Background: an optimization exercise with open tools, aiming at a short achievable clock period and few clock cycles per item. Do not read the settings as production practice. Only simulation tests tie the RTL to the original design; equivalence was not proved. Power and IR drop assume default switching activity.

<file path="design/flow/run.sh">
#!/bin/bash
# synth_recipe.tcl (not shown) runs the flow's synth.tcl, then flattens the netlist and writes it again
# the make line also repeats each setting of config.mk as NAME=value (left out here)
make -C /OpenROAD-flow-scripts/flow DESIGN_CONFIG=/design/flow/config.mk WORK_HOME=/design/flow/orfs CLKGATE_MAP_FILE= SYNTH_SCRIPT=/design/flow/synth_recipe.tcl finish
</file>
<file path="design/flow/config.mk">
export PLATFORM = sky130hd
export DESIGN_NAME = lc3Core
export DESIGN_NICKNAME = lc3Core
export VERILOG_FILES = /design/flow/design.v
export SDC_FILE = /design/flow/constraint.sdc
export NUM_CORES = 4
export LEC_CHECK = 0
export CAP_MARGIN = 20
export CORE_MARGIN = 2
export CORE_UTILIZATION = 40
export SLEW_MARGIN = 20
</file>
<file path="design/flow/constraint.sdc">
create_clock -name core_clock -period 8.0 [get_ports {clk}]
set_input_delay 1.6000 -clock core_clock [delete_from_list [all_inputs] [get_ports {clk}]]
set_output_delay 1.6000 -clock core_clock [all_outputs]
set_load 0.01 [all_outputs]
</file>
<file path="design/flow/design.v">
package lc3IsaPkg;
    typedef logic [15:0] word_t;     
    typedef logic [2:0]  regIdx_t;   
    typedef logic [2:0]  nzp_t;      
    typedef enum logic [3:0] {
        opBr   = 4'b0000,
        opAdd  = 4'b0001,
        opLd   = 4'b0010,
        opSt   = 4'b0011,
        opJsr  = 4'b0100,  
        opAnd  = 4'b0101,
        opLdr  = 4'b0110,
        opStr  = 4'b0111,
        opRti  = 4'b1000,  
        opNot  = 4'b1001,
        opLdi  = 4'b1010,  
        opSti  = 4'b1011,  
        opJmp  = 4'b1100,  
        opRes  = 4'b1101,  
        opLea  = 4'b1110,
        opTrap = 4'b1111   
    } opcode_t;
    function automatic word_t sext(input word_t field, input int unsigned width);
        word_t shifted;
        shifted = field << (16 - width);  
        sext = $signed(shifted) >>> (16 - width);
    endfunction
    function automatic nzp_t flagsOf(input word_t value);
        if (value[15])
            flagsOf = 3'b100;
        else if (value == '0)
            flagsOf = 3'b010;
        else
            flagsOf = 3'b001;
    endfunction
endpackage
package lc3CtrlPkg;
    typedef enum logic [4:0] {
        start,
        fetch0, fetch1, fetch2,
        decode,
        alu0, br0, jmp0, lea0,
        ld0, ld1, ld2,
        ldr0, ldr1, ldr2,
        st0, st1, st2,
        str0, str1, str2
    } ctrlState_t;
    typedef enum logic [2:0] {busNone, busPc, busEa, busMdr, busAlu} busSrc_t;
    typedef enum logic [1:0] {aluPass, aluAdd, aluAnd, aluNot} aluOp_t;
    typedef enum logic [1:0] {offZero, off6, off9, off11} addr2Sel_t;
    typedef struct packed {
        busSrc_t   busSrc;
        aluOp_t    aluOp;
        logic [2:0] sr1;          
        logic [2:0] sr2;          
        logic [2:0] dr; 
        logic      pcFromEa;      
        logic      addr1FromReg;  
        addr2Sel_t addr2Sel;
        logic      regWe;
        logic      flagWe;
        logic      ldPc;
        logic      ldIr;
        logic      ldMar;
        logic      ldMdr;
        logic      mdrFromMem;    
        logic      memWe;
    } ctrlWord_t;
    localparam ctrlWord_t ctrlIdle = '0;  
endpackage
`timescale 1ns/100ps
module lc3Control
(
    input  logic      clk,
    input  logic      reset,
    input  lc3IsaPkg::word_t     ir,
    input  lc3IsaPkg::nzp_t      nzp,
    output lc3CtrlPkg::ctrlWord_t ctrl,
    output logic      memWe,
    output logic      retire
);
    lc3CtrlPkg::ctrlState_t state;
    lc3CtrlPkg::ctrlState_t nextState;
    lc3CtrlPkg::ctrlState_t decodeTarget;
    lc3IsaPkg::opcode_t    opcode;
    logic       brTaken;
    assign opcode  = lc3IsaPkg::opcode_t'(ir[15:12]);
    assign brTaken = |(ir[11:9] & nzp);  
    assign memWe   = ctrl.memWe;
    always_ff @(posedge clk or posedge reset)
    begin
        if (reset)
            state <= lc3CtrlPkg::start;
        else
            state <= nextState;
    end
    always_ff @(posedge clk or posedge reset)
    begin
        if (reset)
            retire <= 1'b0;
        else
            retire <= (state != lc3CtrlPkg::start) && (nextState == lc3CtrlPkg::fetch0);
    end
    always_comb
    begin
        decodeTarget = lc3CtrlPkg::fetch0;
        case (opcode)
            lc3IsaPkg::opAdd, lc3IsaPkg::opAnd, lc3IsaPkg::opNot: decodeTarget = lc3CtrlPkg::alu0;
            lc3IsaPkg::opBr:  decodeTarget = lc3CtrlPkg::br0;
            lc3IsaPkg::opJmp: decodeTarget = lc3CtrlPkg::jmp0;
            lc3IsaPkg::opLea: decodeTarget = lc3CtrlPkg::lea0;
            lc3IsaPkg::opLd:  decodeTarget = lc3CtrlPkg::ld0;
            lc3IsaPkg::opLdr: decodeTarget = lc3CtrlPkg::ldr0;
            lc3IsaPkg::opSt:  decodeTarget = lc3CtrlPkg::st0;
            lc3IsaPkg::opStr: decodeTarget = lc3CtrlPkg::str0;
            lc3IsaPkg::opJsr, lc3IsaPkg::opRti, lc3IsaPkg::opLdi, lc3IsaPkg::opSti, lc3IsaPkg::opRes, lc3IsaPkg::opTrap: decodeTarget = lc3CtrlPkg::fetch0;  
        endcase
    end
    always_comb
    begin
        case (state)
            lc3CtrlPkg::fetch0: nextState = lc3CtrlPkg::fetch1;
            lc3CtrlPkg::fetch1: nextState = lc3CtrlPkg::fetch2;
            lc3CtrlPkg::fetch2: nextState = lc3CtrlPkg::decode;
            lc3CtrlPkg::decode: nextState = decodeTarget;
            lc3CtrlPkg::ld0:    nextState = lc3CtrlPkg::ld1;
            lc3CtrlPkg::ld1:    nextState = lc3CtrlPkg::ld2;
            lc3CtrlPkg::ldr0:   nextState = lc3CtrlPkg::ldr1;
            lc3CtrlPkg::ldr1:   nextState = lc3CtrlPkg::ldr2;
            lc3CtrlPkg::st0:    nextState = lc3CtrlPkg::st1;
            lc3CtrlPkg::st1:    nextState = lc3CtrlPkg::st2;
            lc3CtrlPkg::str0:   nextState = lc3CtrlPkg::str1;
            lc3CtrlPkg::str1:   nextState = lc3CtrlPkg::str2;
            default: nextState = lc3CtrlPkg::fetch0;  
        endcase
    end
    always_comb
    begin
        ctrl = lc3CtrlPkg::ctrlIdle;
        case (state)
            lc3CtrlPkg::fetch0:
            begin
                ctrl.busSrc = lc3CtrlPkg::busPc;  
                ctrl.ldMar  = 1'b1;
                ctrl.ldPc   = 1'b1;   
            end
            lc3CtrlPkg::fetch1, lc3CtrlPkg::ld1, lc3CtrlPkg::ldr1:
            begin
                ctrl.ldMdr      = 1'b1;
                ctrl.mdrFromMem = 1'b1;
            end
            lc3CtrlPkg::fetch2:
            begin
                ctrl.busSrc = lc3CtrlPkg::busMdr;
                ctrl.ldIr   = 1'b1;
            end
            lc3CtrlPkg::alu0:
            begin
                ctrl.busSrc = lc3CtrlPkg::busAlu;
                ctrl.sr1    = ir[8:6];
                ctrl.sr2    = ir[2:0];
                ctrl.dr     = ir[11:9];
                ctrl.regWe  = 1'b1;
                ctrl.flagWe = 1'b1;
                case (opcode)
                    lc3IsaPkg::opAdd:   ctrl.aluOp = lc3CtrlPkg::aluAdd;
                    lc3IsaPkg::opAnd:   ctrl.aluOp = lc3CtrlPkg::aluAnd;
                    lc3IsaPkg::opNot:   ctrl.aluOp = lc3CtrlPkg::aluNot;
                    default: ctrl.aluOp = lc3CtrlPkg::aluPass;
                endcase
            end
            lc3CtrlPkg::br0:
            begin
                ctrl.addr2Sel = lc3CtrlPkg::off9;      
                ctrl.pcFromEa = 1'b1;
                ctrl.ldPc     = brTaken;
            end
            lc3CtrlPkg::jmp0:
            begin
                ctrl.sr1          = ir[8:6];
                ctrl.addr1FromReg = 1'b1;  
                ctrl.pcFromEa     = 1'b1;
                ctrl.ldPc         = 1'b1;
            end
            lc3CtrlPkg::lea0:
            begin
                ctrl.busSrc   = lc3CtrlPkg::busEa;
                ctrl.addr2Sel = lc3CtrlPkg::off9;
                ctrl.dr       = ir[11:9];
                ctrl.regWe    = 1'b1;
                ctrl.flagWe   = 1'b1;
            end
            lc3CtrlPkg::ld0, lc3CtrlPkg::st0:
            begin
                ctrl.busSrc   = lc3CtrlPkg::busEa;
                ctrl.addr2Sel = lc3CtrlPkg::off9;
                ctrl.ldMar    = 1'b1;
            end
            lc3CtrlPkg::ldr0, lc3CtrlPkg::str0:
            begin
                ctrl.busSrc       = lc3CtrlPkg::busEa;
                ctrl.sr1          = ir[8:6];
                ctrl.addr1FromReg = 1'b1;
                ctrl.addr2Sel     = lc3CtrlPkg::off6;
                ctrl.ldMar        = 1'b1;
            end
            lc3CtrlPkg::ld2, lc3CtrlPkg::ldr2:
            begin
                ctrl.busSrc = lc3CtrlPkg::busMdr;
                ctrl.dr     = ir[11:9];
                ctrl.regWe  = 1'b1;
                ctrl.flagWe = 1'b1;
            end
            lc3CtrlPkg::st1, lc3CtrlPkg::str1:
            begin
                ctrl.busSrc = lc3CtrlPkg::busAlu;  
                ctrl.sr1    = ir[11:9];
                ctrl.ldMdr  = 1'b1;
            end
            lc3CtrlPkg::st2, lc3CtrlPkg::str2: ctrl.memWe = 1'b1;
            default: ;
        endcase
    end
endmodule
`timescale 1ns/100ps
module lc3RegFile
(
    input  logic            clk,
    input  logic            reset,
    input  lc3IsaPkg::regIdx_t         sr1,
    input  lc3IsaPkg::regIdx_t         sr2,
    input  lc3IsaPkg::regIdx_t         dr,
    input  logic            we,
    input  lc3IsaPkg::word_t           wData,
    output lc3IsaPkg::word_t           rData1,
    output lc3IsaPkg::word_t           rData2,
    output lc3IsaPkg::word_t [7:0]     regView
);
    lc3IsaPkg::word_t [7:0] regs;  
    always_ff @(posedge clk or posedge reset)
    begin
        if (reset)
            regs <= '0;
        else if (we)
            regs[dr] <= wData;
    end
    assign rData1 = regs[sr1];
    assign rData2 = regs[sr2];
    assign regView = regs;  
endmodule
`timescale 1ns/100ps
module lc3Datapath
#(
    parameter lc3IsaPkg::word_t resetPc = 16'h3000
)(
    input  logic        clk,
    input  logic        reset,
    input  lc3CtrlPkg::ctrlWord_t   ctrl,
    input  lc3IsaPkg::word_t       mdr,
    output lc3IsaPkg::word_t       bus,
    output lc3IsaPkg::word_t       ir,
    output lc3IsaPkg::nzp_t        nzp,
    output lc3IsaPkg::word_t       pc,
    output lc3IsaPkg::word_t [7:0] regView
);
    lc3IsaPkg::word_t rData1;
    lc3IsaPkg::word_t rData2;
    lc3IsaPkg::word_t aluB;
    lc3IsaPkg::word_t aluOut;
    lc3IsaPkg::word_t addr1;
    lc3IsaPkg::word_t addr2;
    lc3IsaPkg::word_t ea;
    lc3IsaPkg::word_t pcNext;
    lc3RegFile regFile0 (
        .clk     (clk),
        .reset   (reset),
        .sr1     (ctrl.sr1),
        .sr2     (ctrl.sr2),
        .dr      (ctrl.dr),
        .we      (ctrl.regWe),
        .wData   (bus),
        .rData1  (rData1),
        .rData2  (rData2),
        .regView (regView)
    );
    assign aluB = ir[5] ? lc3IsaPkg::sext(ir, 5) : rData2;
    always_comb
    begin
        case (ctrl.aluOp)
            lc3CtrlPkg::aluAdd:  aluOut = rData1 + aluB;
            lc3CtrlPkg::aluAnd:  aluOut = rData1 & aluB;
            lc3CtrlPkg::aluNot:  aluOut = ~rData1;
            default: aluOut = rData1;  
        endcase
    end
    assign addr1 = ctrl.addr1FromReg ? rData1 : pc;
    always_comb
    begin
        case (ctrl.addr2Sel)
            lc3CtrlPkg::off6:    addr2 = lc3IsaPkg::sext(ir, 6);
            lc3CtrlPkg::off9:    addr2 = lc3IsaPkg::sext(ir, 9);
            lc3CtrlPkg::off11:   addr2 = lc3IsaPkg::sext(ir, 11);
            default: addr2 = '0;
        endcase
    end
    assign ea = addr1 + addr2;
    always_comb
    begin
        case (ctrl.busSrc)
            lc3CtrlPkg::busPc:   bus = pc;
            lc3CtrlPkg::busEa:   bus = ea;
            lc3CtrlPkg::busMdr:  bus = mdr;
            lc3CtrlPkg::busAlu:  bus = aluOut;
            default: bus = '0;  
        endcase
    end
    assign pcNext = ctrl.pcFromEa ? ea : pc + 16'd1;
    always_ff @(posedge clk or posedge reset)
    begin
        if (reset)
        begin
            pc  <= resetPc;
            ir  <= '0;
            nzp <= '0;  
        end
        else
        begin
            if (ctrl.ldPc)
                pc <= pcNext;
            if (ctrl.ldIr)
                ir <= bus;
            if (ctrl.flagWe)
                nzp <= lc3IsaPkg::flagsOf(bus);
        end
    end
endmodule
`timescale 1ns/100ps
module lc3MemPort
(
    input  logic      clk,
    input  logic      reset,
    input  lc3CtrlPkg::ctrlWord_t ctrl,
    input  lc3IsaPkg::word_t     bus,
    input  lc3IsaPkg::word_t     memRData,
    output lc3IsaPkg::word_t     memAddr,    
    output lc3IsaPkg::word_t     memWData    
);
    always_ff @(posedge clk or posedge reset)
    begin
        if (reset)
        begin
            memAddr  <= '0;
            memWData <= '0;
        end
        else
        begin
            if (ctrl.ldMar)
                memAddr <= bus;
            if (ctrl.ldMdr)
                memWData <= ctrl.mdrFromMem ? memRData : bus;  
        end
    end
endmodule
`timescale 1ns/100ps
module lc3Core
#(
    parameter lc3IsaPkg::word_t resetPc = 16'h3000
)(
    input  logic        clk,
    input  logic        reset,
    input  lc3IsaPkg::word_t       memRData,
    output lc3IsaPkg::word_t       memAddr,
    output lc3IsaPkg::word_t       memWData,
    output logic        memWe,
    output lc3IsaPkg::word_t       pc,
    output logic        retire,   
    output logic [127:0] regView,  
    output lc3IsaPkg::nzp_t        nzp
);
    lc3CtrlPkg::ctrlWord_t ctrl;
    lc3IsaPkg::word_t     ir;
    lc3IsaPkg::word_t     bus;
    lc3Control control0 (
        .clk   (clk),
        .reset (reset),
        .ir    (ir),
        .nzp   (nzp),
        .ctrl  (ctrl),
        .memWe  (memWe),
        .retire (retire)
    );
    lc3Datapath #(
        .resetPc (resetPc)
    ) datapath0 (
        .clk     (clk),
        .reset   (reset),
        .ctrl    (ctrl),
        .mdr     (memWData),  
        .bus     (bus),
        .ir      (ir),
        .nzp     (nzp),
        .pc      (pc),
        .regView (regView)
    );
    lc3MemPort memPort0 (
        .clk      (clk),
        .reset    (reset),
        .ctrl     (ctrl),
        .bus      (bus),
        .memRData (memRData),
        .memAddr  (memAddr),
        .memWData (memWData)
    );
endmodule
</file>
==> results.txt <==
-- cell usage in the layout, fill, tap and decap left out, types with 11 or more instances in the layout --
| master | instances |
|---|---|
| clkdlybuf4s50_1 | 198 |
| nand4_1 | 25 |
| inv_1 | 51 |
| a21oi_1 | 107 |
| mux2_2 | 20 |
| a32o_1 | 15 |
| nand2_1 | 293 |
| o21ai_1 | 17 |
| xnor2_1 | 15 |
| o211ai_1 | 27 |
| and3_1 | 36 |
| a311oi_1 | 17 |
| a31oi_1 | 19 |
| nor2b_1 | 21 |
| buf_4 | 49 |
| o21ai_0 | 185 |
| o22ai_1 | 20 |
| a21o_1 | 30 |
| nor2_1 | 108 |
| o2111ai_1 | 22 |
| a222oi_1 | 11 |
| a22oi_1 | 24 |
| ha_1 | 39 |
| dfrtp_1 | 199 |
| or3_1 | 12 |
| and2_1 | 12 |
| a211oi_1 | 22 |
| mux2i_1 | 23 |
| nor3_1 | 23 |
| clkbuf_16 | 23 |
| nand3_1 | 29 |
-- per-stage QoR --
| step | util | setup WS [ns] | cells | power [mW] |
|---|---|---|---|---|
| floorplan | - | 0.921 | 1690 | 3.59 |
| global placement | 0.478 | 1.56 | 2254 | 5.22 |
| detailed placement | 0.478 | 1.42 | 2254 | 5.19 |
| CTS | 0.501 | 1.37 | 2296 | 6.34 |
| global route | 0.501 | 0.816 | 2296 | 6.77 |
| finish | 0.501 | 1.24 | 2296 | 6.43 |
-- power groups by stage --
| stage | clock [mW] | combinational (mW) | sequential [mW] |
|---|---|---|---|
| floorplan | 0 | 2.11 | 1.48 |
| detailed placement | 0 | 3.62 | 1.57 |
| global placement | 0 | 3.64 | 1.57 |
| CTS | 1.14 | 3.64 | 1.56 |
| finish | 1.14 | 3.72 | 1.58 |
| global route | 1.19 | 3.99 | 1.59 |
-- worst register-to-register path: stages (launching register included) --
cell	delay (ns)
dfrtp_1	0.55
buf_4	0.25
nor3b_2	0.09
o211ai_1	0.90
and3_1	0.61
buf_4	0.30
nand2_1	0.13
o2111ai_1	0.74
o21ai_0	0.24
ha_1	0.39
o21ai_0	0.14
nor3_1	0.12
a2111oi_0	0.44
nor3_1	0.15
a21o_1	0.20
a21oi_1	0.22
nand4_1	0.14
or3b_1	0.23
and2_1	0.57
o21ai_0	0.19
-- layer usage --
layer	part of all wire	global-route usage	up-vias	wire, um
li1	-	-	6462	-
met1	0.44	0.479	7007	26400
met2	0.44	0.504	776	26400
met3	0.091	0.0684	105	5470
met4	0.032	0.104	2	1900
met5	0.00022	0	-	13
-- worst max-delay path by stage --
stage | slack [ns] | cells past startpoint | end | from
global placement | 1.56 | 19 | datapath0.nzp[1] | control0.state[1]
CTS | 1.37 | 19 | datapath0.ir[15] | control0.state[1]
floorplan | 0.92 | 1 | control0.retire | reset
finish | 1.24 | 19 | datapath0.regFile0.regs[95] | control0.state[1]
global route | 0.82 | 19 | datapath0.regFile0.regs[31] | control0.state[2]
detailed placement | 1.42 | 19 | datapath0.regFile0.regs[95] | control0.state[2]
-- final cells by class --
| type | count | share of cell area |
|---|---|---|
| Tap cell | 448 | 0.0333 |
| Clock buffer | 30 | 0.0376 |
| Clock inverter | 12 | 0.00975 |
| Sequential cell | 201 | 0.299 |
| Timing Repair Buffer | 247 | 0.140 |
| Inverter | 54 | 0.0125 |
| Multi-Input combinational cell | 1304 | 0.468 |
-- logic make-up (layout without fill, tap and decap cells) --
kind of cell             Yosys count  in the layout  synth area share
multiplexers                      46             46            0.0376
buffers and inverters            185            343            0.0557
flip-flops                       201            201             0.369
AO/OA/AOI/OAI                    578            578             0.272
adder cells (fa/ha/maj)           41             41            0.0388
XOR/XNOR                          25             25            0.0161
AND/OR/NAND/NOR                  614            614             0.210
-- flip-flops by register name, summed over array words and instances, names as in the netlist --
signal / count
memPort0.memWData: 16
datapath0.pc: 16
control0.retire: 1
memPort0.memAddr: 16
datapath0.regFile0.regs: 128
control0.state: 5
datapath0.nzp: 3
datapath0.ir: 16
==> impl_metrics.yaml <==
outcome:
  status: "timing/DRC/antenna clean"
clocking:
  clock_latency_ns: 0.55
  cts_tree: "yes"
  h-tree-depth: 1
  path_clk_slew_ns: 0.07
  cts_resized: 0
  cts_sinks: 201
  cts_buffers: 23
  clockBufferDepth: 3
  cts_root_buf: "clkbuf_16"
  hold_buffers: 0
  cts_setup_buffers: 0
pwr:
  swShare: 0.495
  pwr_density_cell_nw_per_um2: 382
  switching_power_mw: 3.18
  pwr-share-clk: 0.177
  comb_power_share: 0.578
  p_seq_frac: 0.245
  leakagePower_nw: 6.87
  p_int_mw: 3.25
  ir_drop_mv: 0.225
min_path:
  worstHoldEndpoint: "datapath0.ir[4]"
  hp-start: "datapath0.ir[4]"
  hold_class: "reg2reg"
  hold_depth: 2
worst_setup_path:
  critPathMaxStageDelay_ns: 0.90
  critPathMaxFanout: 14
  end_kind: "flop"
  cp.required_ns: 8.39
  crit_chain: "buf_4 -> nor3b_2 -> o211ai_1 -> and3_1 -> buf_4 -> nand2_1 -> o2111ai_1 -> o21ai_0 -> ha_1 -> o21ai_0 -> nor3_1 -> a2111oi_0 -> nor3_1 -> a21o_1 -> a21oi_1 -> nand4_1 -> or3b_1 -> and2_1 -> o21ai_0"
  critical_path_buf_inv_count: 2
  startpoint_type: "flop"
  rr_endpoint: "datapath0.regFile0.regs[95]"
  r2r-start: "control0.state[1]"
  arrival_ns: 7.15
  worstSetupPathType: "reg2reg"
  cp_common_cell: "o21ai_0"
  crit_family: "compound AO/OA/AOI/OAI gates"
  ff2ff_path_depth: 19
  rrSetupSlack_ns: 1.24
  cp_slowest_cell: "o211ai_1"
placed_design:
  place_hpwl_um: 44500
  dpl-instance-area_um2: 16000
  gp_congestion: 0.964
  portBuffers: 198
grt:
  antenna_found_initial: 1
  grt_start_max_net_pins: 134
  grt_use_total: 0.334
  first_global_vias: 13360
  grt_pass1_wl_um: 89000
  grt-ovfl-total: 0
logic_synthesis:
  synth_top_area_frac: 0.366
  yosysMostFrequentCell: "nand2_1"
  ys_warn_count: 4
  synth_seq_cells: 201
  synth_cells: 1690
  synth_fp_nets: 1749
  ys_types: 85
  yosys.area.top_type: "dfrtp_1"
  synth_area_um2: 13600
  synthArstFlopShare: 1.00
  synth_area_leaders: "dfrtp_1, nand2_1, o21ai_0, a21oi_1, ha_1"
  ys.flop_type: "dfrtp_1"
  synth_commonest_cells: "nand2_1, dfrtp_1, o21ai_0"
  ys_seq_area_frac: 0.369
  synth_edf_count: 0
  synth_area_per_cell_um2: 8.06
route:
  routed_wl_um: 60200
  via_per_inst: 6.25
  num_vias: 14352
  drc: 0
  wl_per_cell_um: 26.2
  ant_nets: 0
  dr.pass1.iters: 9
  drt-initial-drc-count: 1816
cells_and_area:
  fin_area_um2: 16800
  multi_input_area_um2: 7870
  fin_nets: 1890
  antenna_cells: 0
  seqCellArea_um2: 5030
  n_fill_cell: 3254
  drive_above_1_share: 0.0774
  area.growth.synth_to_final_pct: 23.4
floorplanning:
  dieArea_um2: 35600
  start_util: 0.406
  rows: 67
  die_h_um: 189
  die_x_um: 189
  ios: 199
  coreArea_um2: 33500
sta:
  hold_violations: 0
  max_freq_mhz: 148
  worst_slew_pin_slew_ns: 1.09
  whs_ns: 0.504
  slew_headroom: 0.271
  grt_setup_unrepaired: "false"
  fin_crit_sh: 0.845
  setup_violations: 0
  period_needed_ns: 6.76
  skew_ns: 0.00946
  finalSetupTns_ns: 0
  slew_viol_final: 0
job:
  drv_cap: 0
Testbench counts, summed over its fixed seeds: cycles 180,739, instructions 32,000.

==> afterwards: timing with drivers on the ports <==
Ports are ideal in the flow. The routed layout listed here was re-timed in OpenROAD. Step 1 sets driving cells, clkbuf_16 on the clock port and buf_2 on the other inputs (assumed; they add their load-dependent delay and slew). Step 2 times the ports against the registers' clock, not the clock port: input delays grow and output delays shrink by t, the midpoint of the rising clock arrivals with the driver on. Slacks: ideal ports / drivers / drivers and shift; pairs: ideal ports / drivers.
t (ns): 0.593
setup slack, ns: 1.241 / 1.241 / 1.241
worst setup path at the end: register to register
slew at the worst register clock pin (ns): 0.07 / 0.07
cell pins on the clock port's net: 1
After both steps setup and hold are still met in this run. For this run, drivers alone change the setup slack by 0.000 ns; drivers and shift together by 0.000 ns.
